This design comes from an exercise in tuning for small area on the open sky130 flow, not from production work.
Where RTL was checked, it was by simulation tests only, not by an equivalence proof against the original.
Power and IR drop assume default switching activity.

## alpha
Design tx_alc_guard, start of the top module:
module tx_alc_guard (
    input  logic        aclk,
    input  logic        aresetn,
    input  logic        s_tvalid,
    output logic        s_tready,
    input  logic [95:0] s_tdata,
    output logic        m_tvalid,
    input  logic        m_tready,
    output logic [31:0] m_tdata,
    input  logic        cfg_we,
    input  logic [2:0]  cfg_addr,
    input  logic [15:0] cfg_wdata
);
    logic                        q_valid, q_ready;
    logic [tag_pkg::EV_BITS-1:0] q_event;
    tag_front u_front (
        .aclk(aclk), .aresetn(aresetn), .s_tvalid(s_tvalid), .s_tready(s_tready),
        .s_tdata(s_tdata), .q_valid(q_valid), .q_ready(q_ready), .q_event(q_event)
    );
    tag_back u_back (
        .aclk(aclk), .aresetn(aresetn), .cfg_we(cfg_we), .cfg_addr(cfg_addr),
        .cfg_wdata(cfg_wdata), .q_valid(q_valid), .q_ready(q_ready),
        .q_event(q_event), .m_tvalid(m_tvalid), .m_tready(m_tready), .m_tdata(m_tdata)
    );
endmodule
clock: 10.0 ns
lec_check: 0
cap_margin: 20
core_margin: 2
core_utilization: 40
slew_margin: 20
standard.sh (not shown) runs the stock make flow with config.mk's settings and CLKGATE_MAP_FILE= SYNTH_SCRIPT=/design/flow/synth_recipe.tcl, a recipe that flattens the netlist after the stock synthesis.
==> flow/flow/run.sh <==
#!/bin/bash
# The standard layout (standard.sh) with three changes:
#  - synthesis runs flow/synth.tcl: synth_recipe.tcl with an area-oriented ABC script
#  - ports are buffered with the smallest buffer (buf_1)
#  - clock tree synthesis clusters the flip-flops explicitly and adds no dummy loads
# make's full output goes to flow.log; ORFS's per-step logs stay under orfs/logs.
set -euo pipefail
here=$(pwd)
bash standard.sh \
  SYNTH_SCRIPT="$here/flow/synth.tcl" \
  BUFFER_PORTS_ARGS="-buffer_cell sky130_fd_sc_hd__buf_1" \
  CTS_ARGS="-sink_clustering_enable -repair_clock_nets -dont_use_dummy_load -buf_list sky130_fd_sc_hd__clkbuf_8 -root_buf sky130_fd_sc_hd__clkbuf_16 -sink_clustering_size 14 -sink_clustering_max_diameter 60" \
  finish > flow.log 2>&1
==> flow/flow/abc_area.script <==
strash
&get -n
&fraig -x
&put
scorr
dc2
dretime
strash
dch -f
map -a
mfs2
strash
&get -n
&dch -f
&nf {D}
&put
buffer -c
upsize -c {D}
dnsize -c {D}
==> flow/flow/synth.tcl <==
# synth_recipe.tcl with one change: the final ABC mapping uses abc_area.script (beside this
# file) in place of ORFS's speed script. Registers are mapped before ABC and stay as they are.
proc synth {args} { yosys synth -nofsm -noshare {*}$args }
set ::my_abc_script [file join [file dirname [file normalize [info script]]] abc_area.script]
proc abc {args} {
  set i [lsearch $args -script]
  if {$i >= 0} {
    set args [lreplace $args $i [expr {$i + 1}] -script $::my_abc_script]
  }
  yosys abc {*}$args
}
source $::env(SCRIPTS_DIR)/synth.tcl
# left out here: clear keep_hierarchy, flatten, clean up, hide names made inside functions, write 1_2_yosys.v
## Diff of input files: beta against alpha
--- a/flow/flow/run.sh
+++ b/flow/flow/run.sh
@@ -11,3 +11,3 @@
   BUFFER_PORTS_ARGS="-buffer_cell sky130_fd_sc_hd__buf_1" \
-  CTS_ARGS="-sink_clustering_enable -repair_clock_nets -dont_use_dummy_load -buf_list sky130_fd_sc_hd__clkbuf_8 -root_buf sky130_fd_sc_hd__clkbuf_16 -sink_clustering_size 14 -sink_clustering_max_diameter 60" \
+  CTS_ARGS="-sink_clustering_enable -repair_clock_nets -dont_use_dummy_load -buf_list sky130_fd_sc_hd__clkbuf_8 -root_buf sky130_fd_sc_hd__clkbuf_16 -sink_clustering_size 17 -sink_clustering_max_diameter 70" \
   finish > flow.log 2>&1
Notes after the runs:
- beta: PASS, flow complete, no timing, DRC or antenna violations
- beta leaves less setup margin than alpha.
- Non-clock buffer count of beta exceeds that of alpha slightly.
- | via count of the first global-routing pass | beta vs alpha | ≈ equal |
- Diff alpha and beta: number of clock buffers in the layout higher in alpha
- Reported for alpha and beta, setup slack at placement turned out identical to the last digit.
- beta vs alpha, data required time at the worst endpoint went down by 0.04 ns.
- Between alpha and beta, the combinational share of power is higher for beta.
- alpha -> beta: area of the multi-input gates flat
- beta ends up with a number of buffers inserted during clock tree synthesis that is 6 lower than in alpha.
- Cell area power density: beta vs alpha down 0.60%
Edits applied to the flow inputs when going from beta to gamma:
==> flow/flow/run.sh <==
#!/bin/bash
set -euo pipefail
bash standard.sh \
  BUFFER_PORTS_ARGS="-buffer_cell sky130_fd_sc_hd__buf_1" \
  CTS_ARGS="-sink_clustering_enable -repair_clock_nets -dont_use_dummy_load -buf_list sky130_fd_sc_hd__clkbuf_16 -sink_clustering_size 24 -sink_clustering_max_diameter 80" \
  finish > flow.log 2>&1
removed: flow/flow/abc_area.script
removed: flow/flow/synth.tcl
--- outcome ---
beta → gamma: number of different library cells in the post-synthesis netlist now larger; largest net degree at the start of global routing now sits lower; highest cell delay on the worst timing path went up; number of filler instances in the final layout saw an increase; via count of the first global-routing pass increased 2534. Diff beta -> gamma | clock buffer count in the final layout | down by more than 10%.
[inputs] delta vs gamma
==> flow/flow/run.sh <==
#!/bin/bash
# The standard layout (standard.sh) with three changes:
#  - synthesis runs flow/synth.tcl: synth_recipe.tcl with an area-oriented ABC script
#  - ports are buffered with the smallest buffer (buf_1)
#  - clock tree synthesis clusters the flip-flops explicitly (clkbuf_8 leaves, clkbuf_16
#    root) and adds no dummy loads
# make's full output goes to flow.log; ORFS's per-step logs stay under orfs/logs.
set -euo pipefail
here=$(pwd)
bash standard.sh \
  SYNTH_SCRIPT="$here/flow/synth.tcl" \
  BUFFER_PORTS_ARGS="-buffer_cell sky130_fd_sc_hd__buf_1" \
  CTS_ARGS="-sink_clustering_enable -repair_clock_nets -dont_use_dummy_load -buf_list sky130_fd_sc_hd__clkbuf_8 -root_buf sky130_fd_sc_hd__clkbuf_16 -sink_clustering_size 17 -sink_clustering_max_diameter 70" \
  finish > flow.log 2>&1
==> flow/flow/abc_area.script (new file) <==
strash
&get -n
&fraig -x
&put
scorr
dc2
dretime
strash
dch -f
map -a
mfs2
strash
&get -n
&dch -f
&nf {D}
&put
buffer -c
upsize -c {D}
dnsize -c {D}
==> flow/flow/synth.tcl (new file) <==
# synth_recipe.tcl with one change: the final ABC mapping uses abc_area.script (beside this
# file) in place of ORFS's speed script. Registers are mapped before ABC and stay as they are.
proc synth {args} { yosys synth -nofsm -noshare {*}$args }
set ::my_abc_script [file join [file dirname [file normalize [info script]]] abc_area.script]
proc abc {args} {
  set i [lsearch $args -script]
  if {$i >= 0} {
    set args [lreplace $args $i [expr {$i + 1}] -script $::my_abc_script]
  }
  yosys abc {*}$args
}
source $::env(SCRIPTS_DIR)/synth.tcl
# left out here: clear keep_hierarchy, flatten, clean up, hide names made inside functions, write 1_2_yosys.v
Results
Relative area change from synthesis to final layout on delta is down relative to gamma.
Portion of the layout cell area used by non-clock buffers down 0.25 points in delta wrt gamma
On delta: setup slack is 0.27 ns higher than what gamma gave.
gamma has lower worst hold slack than delta.
delta ends up with a clock period minus final worst setup slack that is 0.27 ns lower than in gamma.
For gamma, the cell type of the slowest stage on the worst timing path was sky130_fd_sc_hd__maj3_1, unlike delta, where it was sky130_fd_sc_hd__fa_1.

---

tx_alc_guard again, from the RTL that the note above started with.
// tx_alc_guard
module tx_alc_guard (
    input  logic        aclk,
    input  logic        aresetn,
    input  logic        s_tvalid,
    output logic        s_tready,
    input  logic [95:0] s_tdata,
    output logic        m_tvalid,
    input  logic        m_tready,
    output logic [31:0] m_tdata,
    input  logic        cfg_we,
    input  logic [2:0]  cfg_addr,
    input  logic [15:0] cfg_wdata
);
    logic                        q_valid, q_ready;
    logic [tag_pkg::EV_BITS-1:0] q_event;
    tag_front u_front (
        .aclk(aclk), .aresetn(aresetn), .s_tvalid(s_tvalid), .s_tready(s_tready),
        .s_tdata(s_tdata), .q_valid(q_valid), .q_ready(q_ready), .q_event(q_event)
    );
    tag_back u_back (
        .aclk(aclk), .aresetn(aresetn), .cfg_we(cfg_we), .cfg_addr(cfg_addr),
        .cfg_wdata(cfg_wdata), .q_valid(q_valid), .q_ready(q_ready),
        .q_event(q_event), .m_tvalid(m_tvalid), .m_tready(m_tready), .m_tdata(m_tdata)
    );
endmodule
export LEC_CHECK = 0
export CAP_MARGIN = 20
export CORE_MARGIN = 2
export CORE_UTILIZATION = 40
export SLEW_MARGIN = 20
create_clock -name core_clock -period 10.0 [get_ports {aclk}]
==> flow/flow/run.sh <==
#!/bin/bash
# The standard layout (standard.sh) with three changes:
#  - synthesis runs flow/synth.tcl: synth_recipe.tcl with an area-oriented ABC script
#  - ports are buffered with the smallest buffer (buf_1)
#  - clock tree synthesis clusters the flip-flops explicitly and adds no dummy loads
# make's full output goes to flow.log; ORFS's per-step logs stay under orfs/logs.
set -euo pipefail
here=$(pwd)
bash standard.sh \
  SYNTH_SCRIPT="$here/flow/synth.tcl" \
  BUFFER_PORTS_ARGS="-buffer_cell sky130_fd_sc_hd__buf_1" \
  CTS_ARGS="-sink_clustering_enable -repair_clock_nets -dont_use_dummy_load -buf_list sky130_fd_sc_hd__clkbuf_16 -sink_clustering_size 28 -sink_clustering_max_diameter 90" \
  GPL_TIMING_DRIVEN=0 \
  finish > flow.log 2>&1
==> flow/flow/abc_area.script <==
strash
&get -n
&fraig -x
&put
scorr
dc2
dretime
strash
dch -f
map -a
mfs2
strash
&get -n
&dch -f
&nf {D}
&put
buffer -c
upsize -c {D}
dnsize -c {D}
==> flow/flow/synth.tcl <==
# synth_recipe.tcl with one change: the final ABC mapping uses abc_area.script (beside this
# file) in place of ORFS's speed script. Registers are mapped before ABC and stay as they are.
proc synth {args} { yosys synth -nofsm -noshare {*}$args }
set ::my_abc_script [file join [file dirname [file normalize [info script]]] abc_area.script]
proc abc {args} {
  set i [lsearch $args -script]
  if {$i >= 0} {
    set args [lreplace $args $i [expr {$i + 1}] -script $::my_abc_script]
  }
  yosys abc {*}$args
}
source $::env(SCRIPTS_DIR)/synth.tcl
# left out here: clear keep_hierarchy, flatten, clean up, hide names made inside functions, write 1_2_yosys.v
Edit:
--- a/flow/flow/run.sh
+++ b/flow/flow/run.sh
@@ -13 +12,0 @@
-  GPL_TIMING_DRIVEN=0 \
Result:
- The changed run completed without violations
- design area fell by 1.3%
- register-to-register slack is better by 0.07 ns
- maximum frequency grows by 0.81%
- via count drops by 2.6%
- worst setup slack improved by 0.075 ns
- hold slack degrades by 0.029 ns

---

== old ==
tx_alc_guard again, from the RTL that the note above started with.
Settings: LEC_CHECK=0, CAP_MARGIN=20, CORE_MARGIN=2, CORE_UTILIZATION=40, SLEW_MARGIN=20; clock period 10.0 ns.
==> flow/flow/run.sh <==
#!/bin/bash
# The standard layout (standard.sh) with three changes:
#  - synthesis runs flow/synth.tcl: synth_recipe.tcl with an area-oriented ABC script
#  - ports are buffered with the smallest buffer (buf_1)
#  - clock tree synthesis clusters the flip-flops explicitly and adds no dummy loads
# make's full output goes to flow.log; ORFS's per-step logs stay under orfs/logs.
set -euo pipefail
here=$(pwd)
bash standard.sh \
  SYNTH_SCRIPT="$here/flow/synth.tcl" \
  BUFFER_PORTS_ARGS="-buffer_cell sky130_fd_sc_hd__buf_1" \
  CTS_ARGS="-sink_clustering_enable -repair_clock_nets -dont_use_dummy_load -buf_list sky130_fd_sc_hd__clkbuf_16 -sink_clustering_size 24 -sink_clustering_max_diameter 80" \
  finish > flow.log 2>&1
Scripts as last shown in full above: flow/flow/abc_area.script, flow/flow/synth.tcl
For new, these inputs were changed with respect to old:
==> flow/flow/run.sh <==
#!/bin/bash
set -euo pipefail
bash standard.sh \
  BUFFER_PORTS_ARGS="-buffer_cell sky130_fd_sc_hd__buf_1" \
  CTS_ARGS="-sink_clustering_enable -repair_clock_nets -dont_use_dummy_load -buf_list sky130_fd_sc_hd__clkbuf_16 -sink_clustering_size 30 -sink_clustering_max_diameter 100" \
  finish > flow.log 2>&1
removed: flow/flow/abc_area.script
removed: flow/flow/synth.tcl
Going from old to new, clock transition at the register clock pins on the worst setup and hold paths after CTS neither gained nor lost much; per-cell via count in the routed design picked up an extra about 3.5%; worst max-slew margin expressed relative to the limit picked up an extra 3.4 points; non-clock buffer count picked up an extra 21; final period utilization picked up an extra 0.91 points.

---

tx_alc_guard, a different RTL version from the one above (not shown whole).
Size: about 2700 cells after synthesis, ~150 I/O pins, ~30000 sq um of cells after synthesis.
export LEC_CHECK = 0
export CAP_MARGIN = 20
export CORE_MARGIN = 2
export CORE_UTILIZATION = 40
export CTS_BUF_LIST = sky130_fd_sc_hd__clkbuf_8
export CTS_CLUSTER_DIAMETER = 60
export CTS_CLUSTER_SIZE = 18
export SLEW_MARGIN = 20
create_clock -name core_clock -period 10.0 [get_ports {aclk}]
run.sh (not shown) runs the stock make flow with config.mk's settings and CLKGATE_MAP_FILE= SYNTH_SCRIPT=/design/flow/synth_recipe.tcl, a recipe that flattens the netlist after the stock synthesis.
Stock flow here: none of the scripts above is used.
The starting point finished clean.
Then changed:
- CTS_BUF_LIST: sky130_fd_sc_hd__clkbuf_8 -> sky130_fd_sc_hd__clkbuf_16
- CTS_CLUSTER_DIAMETER: 60 -> 100
- CTS_CLUSTER_SIZE: 18 -> 30
After rerunning: Design area decreases by 0.43%; clock skew increases by 0.0036 ns; die area does not change; setup slack degrades by 0.014 ns; sequential power is about the same; critical path depth is unchanged; count of clock-buffer cells in the layout decreases by 22; final cell count decreases by 0.87%; wire length hardly moves; flip-flop and latch count does not change.
Then changed:
==> flow/flow/run.sh (new file) <==
#!/bin/bash
set -euo pipefail
bash standard.sh \
  BUFFER_PORTS_ARGS="-buffer_cell sky130_fd_sc_hd__buf_1" \
  CTS_ARGS="-sink_clustering_enable -repair_clock_nets -dont_use_dummy_load -buf_list sky130_fd_sc_hd__clkbuf_16 -sink_clustering_size 30 -sink_clustering_max_diameter 100" \
  finish > flow.log 2>&1
==> flow/standard.sh (new file) <==
#!/bin/bash
# synth_recipe.tcl (not shown) runs the flow's synth.tcl, then flattens the netlist and writes it again
# the make line also repeats each setting of config.mk as NAME=value (left out here)
make -C /OpenROAD-flow-scripts/flow DESIGN_CONFIG=/design/flow/config.mk WORK_HOME=/design/flow/orfs CLKGATE_MAP_FILE= SYNTH_SCRIPT=/design/flow/synth_recipe.tcl "${@:-finish}"
- CTS_BUF_LIST: sky130_fd_sc_hd__clkbuf_16 -> default
- CTS_CLUSTER_DIAMETER: 100 -> default
- CTS_CLUSTER_SIZE: 30 -> default
removed: flow/run.sh
=> The new run ran to the end with no violations. Design area shrinks by 3.3%. Maximum frequency shrinks by 1.1%. Clock skew increases by 0.031 ns. Area after synthesis does not change. Via count came out lower by 0.83%. Combinational power is about the same. Sequential share of layout area increases by 1.4 points. Count of clock-buffer cells in the layout falls by 1. Global-route usage goes down by 0.19 points. Clock power went down by 17%. Routed wire length is lower by 0.94%.
Then changed:
==> flow/run.sh (new file) <==
#!/bin/bash
# synth_recipe.tcl (not shown) runs the flow's synth.tcl, then flattens the netlist and writes it again
# the make line also repeats each setting of config.mk as NAME=value (left out here)
make -C /OpenROAD-flow-scripts/flow DESIGN_CONFIG=/design/flow/config.mk WORK_HOME=/design/flow/orfs CLKGATE_MAP_FILE= SYNTH_SCRIPT=/design/flow/synth_recipe.tcl finish
removed: flow/flow/run.sh
removed: flow/standard.sh
Total power is higher by roughly a tenth.
Clock power is higher by well over a third.
Worst setup slack gets better by 0.050 ns.
Function was not checked in any run of this note: the RTL went through the layout flow alone.

## port drivers added, routing unchanged
The flow's constraints put no driver on any port. The routed layouts listed below were extracted and timed again, unchanged, in two steps. Step 1 assumes that a clkbuf_16 drives the clock port and a buf_2 every other input. Step 2 also shifts input and output timing later by t, the mid clock arrival at the registers, as if the neighbouring blocks saw the same clock. Slacks: no drivers / after step 1 / after step 2; pairs: no drivers / after step 1.
run | t (ns) | slack for setup (ns) | worst setup path after step 2 | worst register clock-pin slew, ns | worst slew at a driven data input, ns
alpha | 0.605 | 0.758 / 0.758 / 0.758 | register to register | 0.09 / 0.09 | 0.11
beta | 0.601 | 0.696 / 0.696 / 0.696 | register to register | 0.11 / 0.11 | 0.12
gamma | 0.659 | 0.425 / 0.425 / 0.425 | register to register | 0.10 / 0.10 | 0.08
delta | 0.601 | 0.696 / 0.696 / 0.696 | register to register | 0.11 / 0.11 | 0.12
the first run of note 2 | 0.633 | 0.676 / 0.676 / 0.676 | register to register | 0.11 / 0.11 | 0.10
the second run of note 2 | 0.631 | 0.751 / 0.751 / 0.751 | register to register | 0.11 / 0.11 | 0.11
old | 0.636 | 0.787 / 0.787 / 0.787 | register to register | 0.10 / 0.10 | 0.11
new | 0.633 | 0.696 / 0.696 / 0.696 | register to register | 0.11 / 0.11 | 0.08
the first run of note 4 | 0.723 | 0.653 / 0.653 / 0.653 | register to register | 0.12 / 0.12 | 0.06
the second run of note 4 | 0.659 | 0.639 / 0.639 / 0.639 | register to register | 0.12 / 0.12 | 0.06
the third run of note 4 | 0.641 | 0.534 / 0.534 / 0.534 | register to register | 0.12 / 0.12 | 0.10
the fourth run of note 4 | 0.671 | 0.584 / 0.584 / 0.584 | register to register | 0.07 / 0.07 | 0.06
After both steps every run listed still meets setup and hold.
